From an optimization exercise on the open Yosys and OpenROAD flow, aimed at a short achievable clock period and few clock cycles; shortcuts taken in it are not production practice.
RTL that was checked went through simulation tests only; none was proved equivalent to the original.

==> inputs of branch juniper <==
// processor
module processor #(
    parameter int imemAddrW = 6,
    parameter int dmemAddrW = 6
) (
    input  logic                 clk,
    input  logic                 rstN,
    input  logic                 start,
    input  logic                 imemWe,
    input  logic [imemAddrW-1:0] imemAddr,
    input  logic [dataW-1:0]     imemData,
    input  logic [dataW-1:0]     inputPort,
    output logic [dataW-1:0]     outputPort,
    output logic                 outValid
);
Settings: LEC_CHECK=0, ABC_CLOCK_PERIOD_IN_PS=2500, CAP_MARGIN=20, CORE_MARGIN=2, CORE_UTILIZATION=40, SETUP_SLACK_MARGIN=2.0, SLEW_MARGIN=20, TNS_END_PERCENT=5; clock period 5.0 ns.
run.sh (not shown) runs the stock make flow with config.mk's settings and CLKGATE_MAP_FILE= SYNTH_SCRIPT=/design/flow/synth_recipe.tcl, a recipe that flattens the netlist after the stock synthesis.
==> branch lagoon (differences from branch juniper) <==
--- a/flow/design.v
+++ b/flow/design.v
@@ -103,109 +103,142 @@
 );
     localparam int nI = 2**imemAddrW;
     localparam int nD = 2**dmemAddrW;
     logic [dataW-1:0]     imem [0:nI-1];
     logic [imemAddrW-1:0] tgtMem [0:nI-1];    
     logic                 skipMem [0:nI-1];   
+    logic                 nopMem [0:nI-1];    
+    logic [regAddrW-1:0]  bIdxMem [0:nI-1];   
+    logic                 wrMem [0:nI-1];     
+    logic                 beqzMem [0:nI-1];   
+    logic                 outMem [0:nI-1];    
     logic running;
     logic [opcodeW-1:0] ldOp;
     logic ldNop;
     assign ldOp = imemData[opcodeLsb +: opcodeW];
     assign ldNop = ldOp == opNop || ldOp > opJmp;
     always_ff @(posedge clk) begin
         if (imemWe && !running) begin
             imem[imemAddr] <= imemData;
             tgtMem[imemAddr] <= imemAddr + imemAddrW'(1) + (ldNop ? imemAddrW'(0) : imemData[imemAddrW-1:0]);
             skipMem[imemAddr] <= ldNop || ldOp == opJmp;
+            nopMem[imemAddr] <= ldNop;
+            bIdxMem[imemAddr] <= (ldOp == opSt) ? imemData[rdLsb +: regAddrW] : imemData[rtLsb +: regAddrW];
+            wrMem[imemAddr] <= ldOp == opAdd || ldOp == opSub || ldOp == opAnd || ldOp == opOr ||
+                               ldOp == opXor || ldOp == opAddi || ldOp == opLd || ldOp == opIn;
+            beqzMem[imemAddr] <= ldOp == opBeqz;
+            outMem[imemAddr] <= ldOp == opOut;
         end
     end
+    logic                 fuseMem [0:nI-1];   
+    logic                 outFMem [0:nI-1];   
+    logic                 outDepMem [0:nI-1];  
     logic [imemAddrW-1:0] nxtMem [0:nI-1];    
     logic [imemAddrW-1:0] brMem [0:nI-1];     
     logic                 sameMem [0:nI-1];   
-    logic                 fuseMem [0:nI-1];   
-    function automatic logic writesReg(input logic [dataW-1:0] w);
-        logic [opcodeW-1:0] o;
-        o = w[opcodeLsb +: opcodeW];
-        writesReg = o == opAdd || o == opSub || o == opAnd || o == opOr || o == opXor ||
-                    o == opAddi || o == opLd || o == opIn;
-    endfunction
     always_ff @(posedge clk) begin
         for (int k = 0; k < nI; k++) begin
-            logic [imemAddrW-1:0] seq1, seq2;
             logic [dataW-1:0] w0, w1;
-            logic fuse;
+            logic sameReg;
             w0 = imem[k];
             w1 = imem[(k + 1) % nI];
-            seq1 = skipMem[(k + 1) % nI] ? tgtMem[(k + 1) % nI] : imemAddrW'(k + 1);
-            seq2 = skipMem[(k + 2) % nI] ? tgtMem[(k + 2) % nI] : imemAddrW'(k + 2);
-            fuse = writesReg(w0) && w1[opcodeLsb +: opcodeW] == opBeqz &&
-                   w1[rsLsb +: regAddrW] == w0[rdLsb +: regAddrW];
-            nxtMem[k] <= skipMem[k] ? tgtMem[k] : (fuse ? seq2 : seq1);
-            brMem[k] <= fuse ? tgtMem[(k + 1) % nI] : tgtMem[k];
-            sameMem[k] <= fuse ? tgtMem[(k + 1) % nI] == seq2 : tgtMem[k] == seq1;
-            fuseMem[k] <= fuse;
+            sameReg = w1[rsLsb +: regAddrW] == w0[rdLsb +: regAddrW];
+            fuseMem[k] <= wrMem[k] && beqzMem[(k + 1) % nI] && sameReg;
+            outFMem[k] <= !skipMem[k] && !outMem[k] && !beqzMem[k] && outMem[(k + 1) % nI];
+            outDepMem[k] <= wrMem[k] && sameReg;
+        end
+    end
+    always_ff @(posedge clk) begin
+        for (int k = 0; k < nI; k++) begin
+            logic [imemAddrW-1:0] seq1, seq2;
+            logic [imemAddrW-1:0] t0, t1;
+            t0 = tgtMem[k];
+            t1 = tgtMem[(k + 1) % nI];
+            seq1 = !skipMem[(k + 1) % nI] ? imemAddrW'(k + 1) :
+                   (nopMem[(k + 1) % nI] && skipMem[(k + 2) % nI]) ? tgtMem[(k + 2) % nI] : t1;
+            seq2 = !skipMem[(k + 2) % nI] ? imemAddrW'(k + 2) :
+                   (nopMem[(k + 2) % nI] && skipMem[(k + 3) % nI]) ? tgtMem[(k + 3) % nI] : tgtMem[(k + 2) % nI];
+            nxtMem[k] <= skipMem[k] ? ((nopMem[k] && skipMem[(k + 1) % nI]) ? t1 : t0) :
+                         ((fuseMem[k] || outFMem[k]) ? seq2 : seq1);
+            brMem[k] <= fuseMem[k] ? t1 : t0;
+            sameMem[k] <= fuseMem[k] ? t1 == seq2 : t0 == seq1;
         end
     end
+    logic [nI-1:0] staleNew, staleOld;
+    always_ff @(posedge clk) begin
+        for (int k = 0; k < nI; k++) begin
+            staleNew[k] <= imemWe && !running &&
+                (imemAddr == imemAddrW'(k) || imemAddr == imemAddrW'(k + 1) ||
+                 imemAddr == imemAddrW'(k + 2) || imemAddr == imemAddrW'(k + 3));
+        end
+        staleOld <= staleNew;
+    end
     logic [dataW-1:0] regFile [0:7];
     logic [dataW-1:0] dmem [0:nD-1];
     logic             dZero [0:nD-1];    
     logic [nI-1:0] pcOh;
     logic dValid;
     logic [dataW-1:0] dWord;
     logic [regAddrW-1:0] dBIdx;
-    assign dBIdx = (dWord[opcodeLsb +: opcodeW] == opSt) ? dWord[rdLsb +: regAddrW] : dWord[rtLsb +: regAddrW];
     logic [imemAddrW-1:0] dTgt;
     logic dSame;
     logic dFuse;
+    logic dOutF, dOutDep;
+    logic [regAddrW-1:0] dOutRs;
     logic eValid;
     logic eWr, eSelSum, eSub, eAnd, eOr, eXor, eLd, eSt, eIn, eOut, eBeqz;
     logic [regAddrW-1:0] eRd;
     logic [dataW-1:0] eRegA, eRegB, eRegBx;
     logic eFwdA, eFwdB;
     logic [nD-1:0] eAddrOh;
     logic [nI-1:0] eTgtOh;
     logic eSame;
     logic eFuse;
+    logic eOutF, eOutDep, eFwdC;
+    logic [dataW-1:0] eRegC;
     logic inZero;
     logic [dataW-1:0] lastResult;
     logic [dataW-1:0] inReg;
     logic mispredict;
     logic stall;
     logic [dataW-1:0] fWord;
     logic [imemAddrW-1:0] fTgt, fNxt;
-    logic fSkip, fSame, fFuse;
+    logic fSkip, fSame, fFuse, fOutF, fOutDep, fStale;
+    logic [regAddrW-1:0] fOutRs, fBIdx;
     logic [nI-1:0] fNxtOh;
     always_comb begin
         fWord = '0;
         fTgt = '0;
         fNxt = '0;
         fSkip = 1'b0;
         fSame = 1'b0;
         fFuse = 1'b0;
+        fOutF = 1'b0;
+        fOutDep = 1'b0;
+        fStale = 1'b0;
+        fOutRs = '0;
+        fBIdx = '0;
         for (int k = 0; k < nI; k++) begin
             fWord = fWord | ({dataW{pcOh[k]}} & imem[k]);
+            fOutF = fOutF | (pcOh[k] & outFMem[k]);
+            fOutDep = fOutDep | (pcOh[k] & outDepMem[k]);
+            fStale = fStale | (pcOh[k] & (staleNew[k] | staleOld[k]));
+            fOutRs = fOutRs | ({regAddrW{pcOh[k]}} & imem[(k + 1) % nI][rsLsb +: regAddrW]);
+            fBIdx = fBIdx | ({regAddrW{pcOh[k]}} & bIdxMem[k]);
             fTgt = fTgt | ({imemAddrW{pcOh[k]}} & brMem[k]);
             fNxt = fNxt | ({imemAddrW{pcOh[k]}} & nxtMem[k]);
             fSkip = fSkip | (pcOh[k] & skipMem[k]);
             fSame = fSame | (pcOh[k] & sameMem[k]);
             fFuse = fFuse | (pcOh[k] & fuseMem[k]);
         end
         for (int k = 0; k < nI; k++) begin
             fNxtOh[k] = fNxt == imemAddrW'(k);
         end
     end
-    logic prevWe;
-    logic [imemAddrW-1:0] prevAddr;
-    logic hold;
     logic fetch;
-    always_ff @(posedge clk) begin
-        prevWe <= imemWe && !running;
-        prevAddr <= imemAddr;
-    end
-    assign hold = prevWe && prevAddr <= imemAddrW'(2);
-    assign fetch = running || (start && !hold);
+    assign fetch = running || start;
     always_ff @(posedge clk) begin
         if (!rstN) begin
             running <= 1'b0;
         end else if (start) begin
             running <= 1'b1;
         end
@@ -214,31 +247,35 @@
         if (!rstN) begin
             pcOh <= nI'(1);
             dValid <= 1'b0;
         end else if (mispredict) begin
             pcOh <= eTgtOh;
             dValid <= 1'b0;
-        end else if (!fetch) begin
+        end else if (!fetch || fStale) begin
             dValid <= 1'b0;
         end else if (!stall) begin
             pcOh <= fNxtOh;
             dValid <= !fSkip;
         end
     end
     always_ff @(posedge clk) begin
         if (!stall) begin
             dWord <= fWord;
             dTgt <= fTgt;
             dSame <= fSame;
             dFuse <= fFuse;
+            dOutF <= fOutF;
+            dOutDep <= fOutDep;
+            dOutRs <= fOutRs;
+            dBIdx <= fBIdx;
         end
     end
     logic [opcodeW-1:0] op;
     logic [regAddrW-1:0] rd, rs;
     logic [dataW-1:0] immExt;
-    logic [dataW-1:0] regA, regB;
+    logic [dataW-1:0] regA, regB, regC;
     logic iAdd, iSub, iAnd, iOr, iXor, iAddi, iLd, iSt, iIn, iOut, iBeqz, iWr, iUsesB;
     logic [nD-1:0] addrOh;
     assign op = dWord[opcodeLsb +: opcodeW];
     assign rd = dWord[rdLsb +: regAddrW];
     assign rs = dWord[rsLsb +: regAddrW];
     assign immExt = {{(dataW-immW){dWord[immW-1]}}, dWord[immW-1:0]};
@@ -257,13 +294,15 @@
         iWr = iAdd | iSub | iAnd | iOr | iXor | iAddi | iLd | iIn;
         iUsesB = iAdd | iSub | iAnd | iOr | iXor | iSt;
     end
     always_comb begin
         regA = '0;
         regB = '0;
+        regC = '0;
         for (int r = 0; r < 8; r++) begin
+            regC = regC | ({dataW{dOutRs == regAddrW'(r)}} & regFile[r]);
             regA = regA | ({dataW{rs == regAddrW'(r)}} & regFile[r]);
             regB = regB | ({dataW{dBIdx == regAddrW'(r)}} & regFile[r]);
         end
     end
     sumDecode #(.w(dmemAddrW)) addrDecode (
         .a(regA[dmemAddrW-1:0]),
@@ -299,19 +338,24 @@
         eAddrOh <= addrOh;
         for (int k = 0; k < nI; k++) begin
             eTgtOh[k] <= dTgt == imemAddrW'(k);
         end
         eSame <= dSame;
         eFuse <= dFuse;
+        eOutF <= dOutF;
+        eOutDep <= dOutDep;
+        eRegC <= regC;
+        eFwdC <= eValid && eWr && (eRd == dOutRs);
         inZero <= inputPort == '0;
         inReg <= inputPort;
     end
-    logic [dataW-1:0] opA, opB, addB, sum, ldData, result;
+    logic [dataW-1:0] opA, opB, opC, addB, sum, ldData, result;
     logic zero;
     assign opA = eFwdA ? lastResult : eRegA;
     assign opB = eFwdB ? lastResult : eRegB;
+    assign opC = eFwdC ? lastResult : eRegC;
     assign addB = eFwdB ? (lastResult ^ {dataW{eSub}}) : eRegBx;
     prefixAdder alu (
         .a(opA),
         .b(addB),
         .cin(eSub),
         .sum(sum)
@@ -326,12 +370,15 @@
                   | ({dataW{eAnd}} & (opA & opB))
                   | ({dataW{eOr}} & (opA | opB))
                   | ({dataW{eXor}} & (opA ^ opB))
                   | ({dataW{eLd}} & ldData)
                   | ({dataW{eIn}} & inReg);
     assign zero = opA == '0;
+    logic [dataW-1:0] outReg;
+    logic outDep;
+    assign outputPort = outDep ? lastResult : outReg;
     logic [dataW-1:0] sumP, sumC;
     logic ldZero, resultZero;
     assign sumP = opA ^ addB;
     assign sumC = {opA[dataW-2:0] | addB[dataW-2:0], eSub};
     always_comb begin
         ldZero = 1'b0;
@@ -354,19 +401,22 @@
         for (int k = 0; k < nD; k++) begin
             if (eValid && eSt && eAddrOh[k]) begin
                 dmem[k] <= opB;
                 dZero[k] <= opB == '0;
             end
         end
-        if (eValid && eOut) begin
-            outputPort <= opA;
+        if (eValid && eOutF) begin
+            outReg <= opC;
+        end else if (eValid && eOut) begin
+            outReg <= opA;
         end
     end
     always_ff @(posedge clk) begin
         if (!rstN) begin
             outValid <= 1'b0;
         end else begin
-            outValid <= eValid && eOut;
+            outValid <= eValid && (eOut || eOutF);
+            outDep <= eValid && eOutF && eOutDep;
         end
     end
 endmodule
 `default_nettype wire
==> flow/config.mk (replaced) <==
export PLATFORM = sky130hd
export DESIGN_NAME = processor
export DESIGN_NICKNAME = processor
export VERILOG_FILES = /design/flow/design.v
export SDC_FILE = /design/flow/constraint.sdc
export NUM_CORES = 4
export LEC_CHECK = 0
export ABC_CLOCK_PERIOD_IN_PS = 2500
export CAP_MARGIN = 35
export CORE_MARGIN = 2
export CORE_UTILIZATION = 40
export SETUP_SLACK_MARGIN = 2.0
export SLEW_MARGIN = 20
export TNS_END_PERCENT = 5
==> comparison <==
Branch lagoon produced a clean layout. Branch juniper finished but fails on max-capacitance violations.
Against branch juniper, the die area of branch lagoon is larger by 16%.
Of branch juniper and branch lagoon, branch lagoon has the higher routed wire length (gap 5.0%, measured against branch lagoon).
In branch lagoon the hold slack is worse than in branch juniper, by 77 ps.
Critical path depth is the same in branch lagoon and branch juniper.
Testbench counts of branch juniper, summed over its fixed seeds: cycles 440,372.
Testbench counts of branch lagoon, summed over its fixed seeds: cycles 409,863.


==> inputs of job 5209 <==
processor, a different RTL version from the one above (not shown whole).
==> flow/design.v (excerpt) <==
module processor #(
    parameter int imemAddrW = 6,
    parameter int dmemAddrW = 6
) (
    input  logic                 clk,
    input  logic                 rstN,
    input  logic                 start,
    input  logic                 imemWe,
    input  logic [imemAddrW-1:0] imemAddr,
    input  logic [dataW-1:0]     imemData,
    input  logic [dataW-1:0]     inputPort,
    output logic [dataW-1:0]     outputPort,
    output logic                 outValid
);
Settings: LEC_CHECK=0, ABC_CLOCK_PERIOD_IN_PS=2500, CAP_MARGIN=20, CORE_MARGIN=2, CORE_UTILIZATION=35, SETUP_SLACK_MARGIN=2.0, SLEW_MARGIN=20, TNS_END_PERCENT=5; clock period 5.0 ns.
==> inputs of job 4228, as changes to job 5209 <==
--- a/flow/design.v
+++ b/flow/design.v
@@ -98,158 +98,118 @@
     input  logic [imemAddrW-1:0] imemAddr,
     input  logic [dataW-1:0]     imemData,
     input  logic [dataW-1:0]     inputPort,
     output logic [dataW-1:0]     outputPort,
     output logic                 outValid
 );
     localparam int nI = 2**imemAddrW;
     localparam int nD = 2**dmemAddrW;
-    logic [dataW-1:0] imem [0:nI-1];
+    logic [dataW-1:0]     imem [0:nI-1];
+    logic [imemAddrW-1:0] tgtMem [0:nI-1];    
+    logic                 skipMem [0:nI-1];   
+    logic [regAddrW-1:0]  bIdxMem [0:nI-1];   
+    logic                 sSkipMem [0:nI-1];  
+    logic [imemAddrW-1:0] sTgtMem [0:nI-1];   
     logic running;
+    logic [opcodeW-1:0] ldOp;
+    logic ldNop, ldSkip;
+    logic [imemAddrW-1:0] ldTgt;
+    logic [regAddrW-1:0] ldBIdx;
+    assign ldOp = imemData[opcodeLsb +: opcodeW];
+    assign ldNop = ldOp == opNop || ldOp > opJmp;
+    assign ldSkip = ldOp == opJmp || ldNop;
+    assign ldTgt = imemAddr + imemAddrW'(1) + (ldNop ? imemAddrW'(0) : imemData[imemAddrW-1:0]);
+    assign ldBIdx = (ldOp == opSt) ? imemData[rdLsb +: regAddrW] : imemData[rtLsb +: regAddrW];
     always_ff @(posedge clk) begin
         if (imemWe && !running) begin
             imem[imemAddr] <= imemData;
+            tgtMem[imemAddr] <= ldTgt;
+            skipMem[imemAddr] <= ldSkip;
+            bIdxMem[imemAddr] <= ldBIdx;
+            sSkipMem[imemAddr - imemAddrW'(1)] <= ldSkip;
+            sTgtMem[imemAddr - imemAddrW'(1)] <= ldTgt;
         end
     end
-    logic [imemAddrW-1:0] tgtMem [0:nI-1];    
-    logic [regAddrW-1:0]  bIdxMem [0:nI-1];   
-    logic                 skipMem [0:nI-1];   
-    logic [imemAddrW-1:0] nxtMem [0:nI-1];    
-    logic                 sameMem [0:nI-1];   
-    always_ff @(posedge clk) begin
+    logic [imemAddrW-1:0] nxtOf [0:nI-1];
+    logic                 sameOf [0:nI-1];
+    always_comb begin
         for (int k = 0; k < nI; k++) begin
-            logic [dataW-1:0] wk, wn;
-            logic [opcodeW-1:0] opk, opn;
-            logic nopK, nopN, skipK, skipN;
-            logic [imemAddrW-1:0] tgtK, tgtN, seq;
-            wk = imem[k];
-            wn = imem[(k + 1) % nI];
-            opk = wk[opcodeLsb +: opcodeW];
-            opn = wn[opcodeLsb +: opcodeW];
-            nopK = opk == opNop || opk > opJmp;
-            nopN = opn == opNop || opn > opJmp;
-            skipK = nopK || opk == opJmp;
-            skipN = nopN || opn == opJmp;
-            tgtK = imemAddrW'(k + 1) + (nopK ? imemAddrW'(0) : wk[imemAddrW-1:0]);
-            tgtN = imemAddrW'(k + 2) + (nopN ? imemAddrW'(0) : wn[imemAddrW-1:0]);
-            seq = skipN ? tgtN : imemAddrW'(k + 1);
-            tgtMem[k] <= tgtK;
-            bIdxMem[k] <= (opk == opSt) ? wk[rdLsb +: regAddrW] : wk[rtLsb +: regAddrW];
-            skipMem[k] <= skipK;
-            nxtMem[k] <= skipK ? tgtK : seq;
-            sameMem[k] <= tgtK == seq;
+            logic [imemAddrW-1:0] seq;
+            seq = sSkipMem[k] ? sTgtMem[k] : imemAddrW'(k + 1);
+            nxtOf[k] = skipMem[k] ? tgtMem[k] : seq;
+            sameOf[k] = tgtMem[k] == seq;
         end
     end
     logic [dataW-1:0] regFile [0:7];
     logic [dataW-1:0] dmem [0:nD-1];
+    logic [imemAddrW-1:0] pc;
     logic [nI-1:0] pcOh;
     logic dValid;
     logic [dataW-1:0] dWord;
     logic [regAddrW-1:0] dBIdx;
     logic [imemAddrW-1:0] dTgt;
     logic dSame;
     logic eValid;
     logic eWr, eSelSum, eSub, eAnd, eOr, eXor, eLd, eSt, eIn, eOut, eBeqz;
     logic [regAddrW-1:0] eRd;
     logic [dataW-1:0] eRegA, eRegB, eRegBx;
     logic eFwdA, eFwdB;
     logic [nD-1:0] eAddrOh;
-    logic [nI-1:0] eTgtOh;
+    logic [imemAddrW-1:0] eTgt;
     logic eSame;
     logic [dataW-1:0] lastResult;
     logic [dataW-1:0] inReg;
     logic mispredict;
     logic stall;
     logic [dataW-1:0] fWord;
     logic [regAddrW-1:0] fBIdx;
     logic [imemAddrW-1:0] fTgt, fNxt;
     logic fSkip, fSame;
-    logic [nI-1:0] fNxtOh;
-    logic [dataW-1:0] aWord;
-    logic [regAddrW-1:0] aBIdx;
-    logic [imemAddrW-1:0] aTgt, aNxt;
-    logic aSkip, aSame;
-    logic [nI-1:0] aNxtOh;
     always_comb begin
+        for (int k = 0; k < nI; k++) begin
+            pcOh[k] = pc == imemAddrW'(k);
+        end
         fWord = '0;
         fBIdx = '0;
         fTgt = '0;
         fNxt = '0;
         fSkip = 1'b0;
         fSame = 1'b0;
         for (int k = 0; k < nI; k++) begin
             fWord = fWord | ({dataW{pcOh[k]}} & imem[k]);
             fBIdx = fBIdx | ({regAddrW{pcOh[k]}} & bIdxMem[k]);
             fTgt = fTgt | ({imemAddrW{pcOh[k]}} & tgtMem[k]);
-            fNxt = fNxt | ({imemAddrW{pcOh[k]}} & nxtMem[k]);
+            fNxt = fNxt | ({imemAddrW{pcOh[k]}} & nxtOf[k]);
             fSkip = fSkip | (pcOh[k] & skipMem[k]);
-            fSame = fSame | (pcOh[k] & sameMem[k]);
-        end
-        for (int k = 0; k < nI; k++) begin
-            fNxtOh[k] = fNxt == imemAddrW'(k);
-        end
-    end
-    always_comb begin
-        aWord = '0;
-        aBIdx = '0;
-        aTgt = '0;
-        aNxt = '0;
-        aSkip = 1'b0;
-        aSame = 1'b0;
-        for (int k = 0; k < nI; k++) begin
-            aWord = aWord | ({dataW{eTgtOh[k]}} & imem[k]);
-            aBIdx = aBIdx | ({regAddrW{eTgtOh[k]}} & bIdxMem[k]);
-            aTgt = aTgt | ({imemAddrW{eTgtOh[k]}} & tgtMem[k]);
-            aNxt = aNxt | ({imemAddrW{eTgtOh[k]}} & nxtMem[k]);
-            aSkip = aSkip | (eTgtOh[k] & skipMem[k]);
-            aSame = aSame | (eTgtOh[k] & sameMem[k]);
+            fSame = fSame | (pcOh[k] & sameOf[k]);
         end
-        for (int k = 0; k < nI; k++) begin
-            aNxtOh[k] = aNxt == imemAddrW'(k);
-        end
-    end
-    logic prevWe;
-    logic [imemAddrW-1:0] prevAddr;
-    logic hold;
-    logic fetch;
-    always_ff @(posedge clk) begin
-        prevWe <= imemWe && !running;
-        prevAddr <= imemAddr;
     end
-    assign hold = prevWe && prevAddr[imemAddrW-1:1] == '0;
-    assign fetch = running || (start && !hold);
+    logic active;
+    assign active = running || start;
     always_ff @(posedge clk) begin
         if (!rstN) begin
             running <= 1'b0;
-        end else if (start) begin
-            running <= 1'b1;
-        end
-    end
-    always_ff @(posedge clk) begin
-        if (!rstN) begin
-            pcOh <= nI'(1);
+            pc <= '0;
             dValid <= 1'b0;
-        end else if (mispredict) begin
-            pcOh <= aNxtOh;
-            dValid <= !aSkip;
-        end else if (!fetch) begin
+        end else if (!active) begin
             dValid <= 1'b0;
-        end else if (!stall) begin
-            pcOh <= fNxtOh;
-            dValid <= !fSkip;
+        end else begin
+            running <= 1'b1;
+            if (mispredict) begin
+                pc <= eTgt;
+                dValid <= 1'b0;
+            end else if (!stall) begin
+                pc <= fNxt;
+                dValid <= !fSkip;
+            end
         end
     end
     always_ff @(posedge clk) begin
-        if (mispredict) begin
-            dWord <= aWord;
-            dBIdx <= aBIdx;
-            dTgt <= aTgt;
-            dSame <= aSame;
-        end else if (!stall) begin
+        if (!stall) begin
             dWord <= fWord;
             dBIdx <= fBIdx;
             dTgt <= fTgt;
             dSame <= fSame;
         end
     end
     logic [opcodeW-1:0] op;
     logic [regAddrW-1:0] rd, rs;
@@ -271,24 +231,18 @@
         iLd = op == opLd;
         iSt = op == opSt;
         iIn = op == opIn;
         iOut = op == opOut;
         iBeqz = op == opBeqz;
         iWr = iAdd | iSub | iAnd | iOr | iXor | iAddi | iLd | iIn;
         iUsesB = iAdd | iSub | iAnd | iOr | iXor | iSt;
     end
-    always_comb begin
-        regA = '0;
-        regB = '0;
-        for (int r = 0; r < 8; r++) begin
-            regA = regA | ({dataW{rs == regAddrW'(r)}} & regFile[r]);
-            regB = regB | ({dataW{dBIdx == regAddrW'(r)}} & regFile[r]);
-        end
-    end
+    assign regA = regFile[rs];
+    assign regB = regFile[dBIdx];
     sumDecode #(.w(dmemAddrW)) addrDecode (
         .a(regA[dmemAddrW-1:0]),
         .b(dWord[dmemAddrW-1:0]),
         .hit(addrOh)
     );
     assign stall = dValid && (iLd || iSt) && eValid && eWr && (eRd == rs) && !mispredict;
     always_ff @(posedge clk) begin
         if (!rstN) begin
@@ -311,19 +265,17 @@
         eBeqz <= iBeqz;
         eRd <= rd;
         eRegA <= regA;
         eRegB <= regB;
         eRegBx <= iAddi ? immExt : (iSub ? ~regB : regB);
         eFwdA <= eValid && eWr && (eRd == rs);
         eFwdB <= eValid && eWr && (eRd == dBIdx) && iUsesB;
         eAddrOh <= addrOh;
-        for (int k = 0; k < nI; k++) begin
-            eTgtOh[k] <= dTgt == imemAddrW'(k);
-        end
+        eTgt <= dTgt;
         eSame <= dSame;
         inReg <= inputPort;
     end
     logic [dataW-1:0] opA, opB, addB, sum, ldData, result;
     logic zero;
     assign opA = eFwdA ? lastResult : eRegA;
     assign opB = eFwdB ? lastResult : eRegB;
     assign addB = eFwdB ? (lastResult ^ {dataW{eSub}}) : eRegBx;
==> flow/config.mk (replaced) <==
export PLATFORM = sky130hd
export DESIGN_NAME = processor
export DESIGN_NICKNAME = processor
export VERILOG_FILES = /design/flow/design.v
export SDC_FILE = /design/flow/constraint.sdc
export NUM_CORES = 4
export LEC_CHECK = 0
export ABC_CLOCK_PERIOD_IN_PS = 2500
export CAP_MARGIN = 20
export CORE_MARGIN = 2
export CORE_UTILIZATION = 50
export SETUP_SLACK_MARGIN = 2.0
export SLEW_MARGIN = 20
export TNS_END_PERCENT = 5
==> run summary <==
----------------------------------------------------
[Die]
  Die H ... 666 µm

[Synthesis]
  Post-synth cell types ... 84
  Post-synthesis register bit count ... 3,605
  Share of cell area taken by muxes after synthesis ... 0.0244
  Cell types with the highest counts after synthesis ... sky130_fd_sc_hd__edfxtp_1 (2,218), sky130_fd_sc_hd__dfxtp_1 (1,387), sky130_fd_sc_hd__a22o_1 (1,197)
  Number of nets in the synthesized netlist ... approximately 12k
  Mean post-synth cell area ... 12.4 µm²

[Global route]
  Met3 Usage GRT ... 0.612
  Total routing resource utilization after global routing ... 0.724
  Met1 track utilization from global routing ... 0.803

[Run status]
  Fail Step ... 5_1_grt
  Outcome ... did not finish
  First reported error ... [ERROR GRT-0116] Global routing finished with congestion. Check the congestion regions in the DRC Viewer.

[Clocking]
  Buffers inserted by post-CTS timing repair ... approximately 220

----------------------------------------------------
[end of results for job 5209]
==> run summary <==
----------------------------------------------------
[Place]
  Number of buffers added on ports ... slightly below 60
  Global placer's final weighted congestion ... ~1.1
  Placed cell count ... 13.3k

[Global route]
  Met3 Usage GRT ... 0.193
  Met1 track utilization from global routing ... 0.593
  Total routing resource utilization after global routing ... 0.490

[Synthesis]
  Number of synthesis warnings ... 8
  Post-synth cell types ... 83
  Share of cell area taken by muxes after synthesis ... 0.0160
  Cell types with the highest counts after synthesis ... sky130_fd_sc_hd__edfxtp_1 (3,306), sky130_fd_sc_hd__a22oi_1 (1,052), sky130_fd_sc_hd__nand2_1 (583)
  Number of nets in the synthesized netlist ... roughly 9.3k
  Post-synthesis register bit count ... approximately 3.5k

[STA]
  Total count of max-transition violations in the final report ... 0

[Run status]
  Outcome ... timing/DRC/antenna clean

[Clocking]
  CTS clock-pin slew for the worst setup and hold paths ... approximately 0.060 ns
  Buffers inserted by post-CTS timing repair ... 200

[Finish]
  Registers with the most flip-flops ... dmem x1024, imem x1024

[Die]
  Die H ... 535 µm

----------------------------------------------------
[end of results for job 4228]
Testbench counts of job 5209, summed over its fixed seeds: cycles 505,475.
No functional check of the RTL was part of job 4228.

==> static timing again, ports no longer ideal <==
How much do the figures lean on ideal ports? The routed layouts below were timed once more, with nothing changed but the port constraints. Step 1 sets driving cells, clkbuf_16 on the clock port and buf_2 on the other inputs (assumed; they add their load-dependent delay and slew). Step 2 times the ports against the registers' clock, not the clock port: input delays grow and output delays shrink by t, the midpoint of the rising clock arrivals with the driver on. Slacks: ideal ports / drivers / drivers and shift; pairs: ideal ports / drivers.
| run | shift t [ns] | setup WS [ns] | worst setup path at the end | worst slew at a driven data input, ns | cell pins on the clock port's net |
|---|---|---|---|---|---|
| branch juniper | 1.161 | 1.020 / 1.020 / 0.618 | input to register | 0.08 | 1 |
| branch lagoon | 1.171 | 1.212 / 1.212 / 0.549 | input to register | 0.29 | 1 |
| job 4228 | 1.070 | 1.576 / 1.576 / 0.686 | input to register | 0.35 | 1 |
For job 4228, which loses most, drivers alone change the setup slack by 0.000 ns; drivers and shift together by -0.890 ns.
